This is an optimization exercise on Yosys and OpenROAD, whose aim is small area, a short achievable clock period and few clock cycles, not a production implementation.
The RTL was checked by simulation tests, not by an equivalence proof against the original design.

==> flow/design.v <==
package yrm_pkg;
	typedef struct packed {
		logic [7:0] red;
		logic [7:0] green;
		logic [7:0] blue;
	} rgb_t;
	function automatic logic [1:0] mod3(input logic [9:0] v);
		logic [4:0] s;
		logic [2:0] t;
		logic [1:0] u;
		s = 5'(v[1:0]) + 5'(v[3:2]) + 5'(v[5:4]) + 5'(v[7:6]) + 5'(v[9:8]);
		t = 3'(s[1:0]) + 3'(s[3:2]) + 3'(s[4]);
		u = 2'(t[1:0] + 2'(t[2]));
		mod3 = (u == 2'd3) ? 2'd0 : u;
	endfunction
	function automatic logic [19:0] rca(input logic [19:0] a, input logic [19:0] b);
		logic c;
		c = 1'b0;
		for (int i = 0; i < 20; i++) begin
			rca[i] = a[i] ^ b[i] ^ c;
			c = (a[i] & b[i]) | (c & (a[i] ^ b[i]));
		end
	endfunction
endpackage
module yrm_convert (
	input  logic [7:0]         luma,
	input  logic signed [18:0] kr,
	input  logic signed [18:0] kg,
	input  logic signed [18:0] kb,
	output yrm_pkg::rgb_t      rgb
);
	logic [19:0] y5, y9, py, accr, accg, accb;
	function automatic logic [7:0] clamp8(input logic [19:0] acc);
		if (acc[18]) begin
			clamp8 = 8'd0;
		end else if (acc[17:16] != 2'b00) begin
			clamp8 = 8'hff;
		end else begin
			clamp8 = acc[15:8];
		end
	endfunction
	assign y5   = yrm_pkg::rca(20'(luma), 20'({luma, 2'b0}));
	assign y9   = yrm_pkg::rca(20'(luma), 20'({luma, 3'b0}));
	assign py   = yrm_pkg::rca({y5[18:0], 1'b0}, {y9[14:0], 5'b0});
	assign accr = yrm_pkg::rca(py, 20'(kr));
	assign accg = yrm_pkg::rca(py, 20'(kg));
	assign accb = yrm_pkg::rca(py, 20'(kb));
	assign rgb.red   = clamp8(accr);
	assign rgb.green = clamp8(accg);
	assign rgb.blue  = clamp8(accb);
endmodule
module yrm_chroma (
	input  logic [7:0]         u,
	input  logic [7:0]         v,
	output logic signed [18:0] kr,
	output logic signed [18:0] kg,
	output logic signed [18:0] kb
);
	logic [19:0] v3, v409, u25, v13, ug, kr_w, kg_w, kb_w;
	assign v3   = yrm_pkg::rca(20'(v), 20'({v, 1'b0}));
	assign v409 = yrm_pkg::rca(yrm_pkg::rca({v3[12:0], 7'b0}, {v3[16:0], 3'b0}), 20'(v));
	assign kr_w = yrm_pkg::rca(v409, 20'(-20'sd56992));
	assign u25  = yrm_pkg::rca(yrm_pkg::rca(20'(u), 20'({u, 3'b0})), 20'({u, 4'b0}));
	assign v13  = yrm_pkg::rca(yrm_pkg::rca(20'(v), 20'({v, 2'b0})), 20'({v, 3'b0}));
	assign ug   = yrm_pkg::rca({u25[17:0], 2'b0}, {v13[15:0], 4'b0});
	assign kg_w = yrm_pkg::rca(~ug, 20'(34785));
	assign kb_w = yrm_pkg::rca(yrm_pkg::rca(20'({u, 9'b0}), 20'({u, 2'b0})), 20'(-20'sd70688));
	assign kr   = kr_w[18:0];
	assign kg   = kg_w[18:0];
	assign kb   = kb_w[18:0];
endmodule
module yrm_red_mask (
	input  yrm_pkg::rgb_t rgb_in,
	input  logic          mask,
	output yrm_pkg::rgb_t rgb_out
);
	logic [7:0]  r, g, b, gn, bn;
	logic [19:0] u1, u2, lin1, lin2;
	logic        simple, red;
	assign r  = rgb_in.red;
	assign g  = rgb_in.green;
	assign b  = rgb_in.blue;
	assign gn = ~g;
	assign bn = ~b;
	assign u1   = yrm_pkg::rca(20'(r), 20'(gn));
	assign u2   = yrm_pkg::rca(20'(r), 20'(bn));
	assign lin1 = yrm_pkg::rca(yrm_pkg::rca({u1[17:0], 2'b0}, u1), 20'({b, 1'b0}));
	assign lin2 = yrm_pkg::rca(yrm_pkg::rca({u2[17:0], 2'b0}, u2), 20'({g, 1'b0}));
	assign simple = r >= 8'd115 && g[7:6] == 2'b00 && b[7:6] == 2'b00;
	assign red    = simple || (lin1[11:0] >= 12'd1913 && lin2[11:0] >= 12'd1913);
	assign rgb_out.red   = mask ? 8'd0 : r;
	assign rgb_out.green = mask ? {8{red}} : g;
	assign rgb_out.blue  = mask ? 8'd0 : b;
endmodule
module yuyv_to_rgb_red_mask_core (
	input  logic       clk,
	input  logic       arst_n,
	input  logic       pix_in_valid,
	output logic       pix_in_ready,
	input  logic [7:0] pix_in_luma0,
	input  logic [7:0] pix_in_chroma_u,
	input  logic [7:0] pix_in_luma1,
	input  logic [7:0] pix_in_chroma_v,
	input  logic [9:0] pix_in_column,
	input  logic [8:0] pix_in_row,
	output logic       pix_out_valid,
	input  logic       pix_out_ready,
	output logic [7:0] pix_out_red0,
	output logic [7:0] pix_out_green0,
	output logic [7:0] pix_out_blue0,
	output logic [7:0] pix_out_red1,
	output logic [7:0] pix_out_green1,
	output logic [7:0] pix_out_blue1
);
	logic          v_a, v_c, ld_a, ld_c;
	logic [1:0]    rcol, rrow;
	logic [7:0]    y0_a, y1_a, u_a, v_a_q;
	logic          m0_a, m1_a, m0_c, m1_c;
	logic signed [18:0] kr, kg, kb;
	yrm_pkg::rgb_t rgb0, rgb1, rgb0_c, rgb1_c, out0, out1;
	assign ld_c = !v_c || pix_out_ready;
	assign ld_a = !v_a || ld_c;
	assign pix_in_ready  = ld_a;
	assign pix_out_valid = v_c;
	always_ff @(posedge clk or negedge arst_n) begin
		if (!arst_n) begin
			v_a <= 1'b0;
			v_c <= 1'b0;
		end else begin
			if (ld_a) v_a <= pix_in_valid;
			if (ld_c) v_c <= v_a;
		end
	end
	assign rcol = yrm_pkg::mod3(pix_in_column);
	assign rrow = yrm_pkg::mod3({1'b0, pix_in_row});
	always_ff @(posedge clk) begin
		if (ld_a) begin
			y0_a  <= pix_in_luma0;
			y1_a  <= pix_in_luma1;
			u_a   <= pix_in_chroma_u;
			v_a_q <= pix_in_chroma_v;
			m0_a  <= rrow != 2'd0 && rcol != 2'd0;
			m1_a  <= rrow != 2'd0 && rcol != 2'd2;
		end
		if (ld_c) begin
			rgb0_c <= rgb0;
			rgb1_c <= rgb1;
			m0_c   <= m0_a;
			m1_c   <= m1_a;
		end
	end
	yrm_chroma   u_chroma (.u(u_a), .v(v_a_q), .kr(kr), .kg(kg), .kb(kb));
	yrm_convert  u_conv0 (.luma(y0_a), .kr(kr), .kg(kg), .kb(kb), .rgb(rgb0));
	yrm_convert  u_conv1 (.luma(y1_a), .kr(kr), .kg(kg), .kb(kb), .rgb(rgb1));
	yrm_red_mask u_mask0 (.rgb_in(rgb0_c), .mask(m0_c), .rgb_out(out0));
	yrm_red_mask u_mask1 (.rgb_in(rgb1_c), .mask(m1_c), .rgb_out(out1));
	assign pix_out_red0   = out0.red;
	assign pix_out_green0 = out0.green;
	assign pix_out_blue0  = out0.blue;
	assign pix_out_red1   = out1.red;
	assign pix_out_green1 = out1.green;
	assign pix_out_blue1  = out1.blue;
endmodule
Settings: LEC_CHECK=0, CAP_MARGIN=20, CORE_MARGIN=2, CORE_UTILIZATION=40, PLACE_DENSITY=0.6, SLEW_MARGIN=20; clock period 6.5 ns.
run.sh (not shown) runs the stock make flow with config.mk's settings and CLKGATE_MAP_FILE= SYNTH_SCRIPT=/design/flow/synth_recipe.tcl, a recipe that flattens the netlist after the stock synthesis.
The first run finished but failed the layout checks on negative setup slack.
Testbench counts at the start, summed over its fixed seeds: cycles 16,016.
Rerun with:
--- a/flow/design.v
+++ b/flow/design.v
@@ -15,10 +15,5 @@
 	endfunction
 	function automatic logic [19:0] rca(input logic [19:0] a, input logic [19:0] b);
-		logic c;
-		c = 1'b0;
-		for (int i = 0; i < 20; i++) begin
-			rca[i] = a[i] ^ b[i] ^ c;
-			c = (a[i] & b[i]) | (c & (a[i] ^ b[i]));
-		end
+		rca = a + b;
 	endfunction
 endpackage
Result: The new run produced a clean layout; global-route usage climbs by 0.80 points; area after synthesis climbs by 27%; hold slack loses 28 ps; wire length climbs by about 40%; register-to-register slack gains 1500 ps; worst setup slack gains 1200 ps; core utilization drops by 8.0 points; non-clock buffer count drops by 144.
Testbench counts after the change, summed over its fixed seeds: cycles 16,016.

-- port drivers added, routing unchanged --
The flow's constraints put no driver on any port. The routed layouts listed below were extracted and timed again, unchanged, in two steps.
Step 1 sets driving cells, clkbuf_16 on the clock port and buf_2 on the other inputs (assumed; they add their load-dependent delay and slew).
Step 2 times the ports against the registers' clock, not the clock port: input delays grow and output delays shrink by t, the midpoint of the rising clock arrivals with the driver on.
Three values: no drivers, after step 1, after step 2; two values: the first two.
| run | t (ns) | setup slack, ns | hold slack, ns | latest minus earliest clock arrival (ns) | worst register clock-pin slew, ns |
|---|---|---|---|---|---|
| the first run | 0.397 | -1.170 / -1.212 / -1.170 | 0.447 / 0.447 / 0.447 | 0.013 / 0.013 | 0.07 / 0.07 |
| the second run | 0.412 | 0.054 / 0.004 / 0.321 | 0.419 / 0.419 / 0.419 | 0.020 / 0.020 | 0.08 / 0.08 |
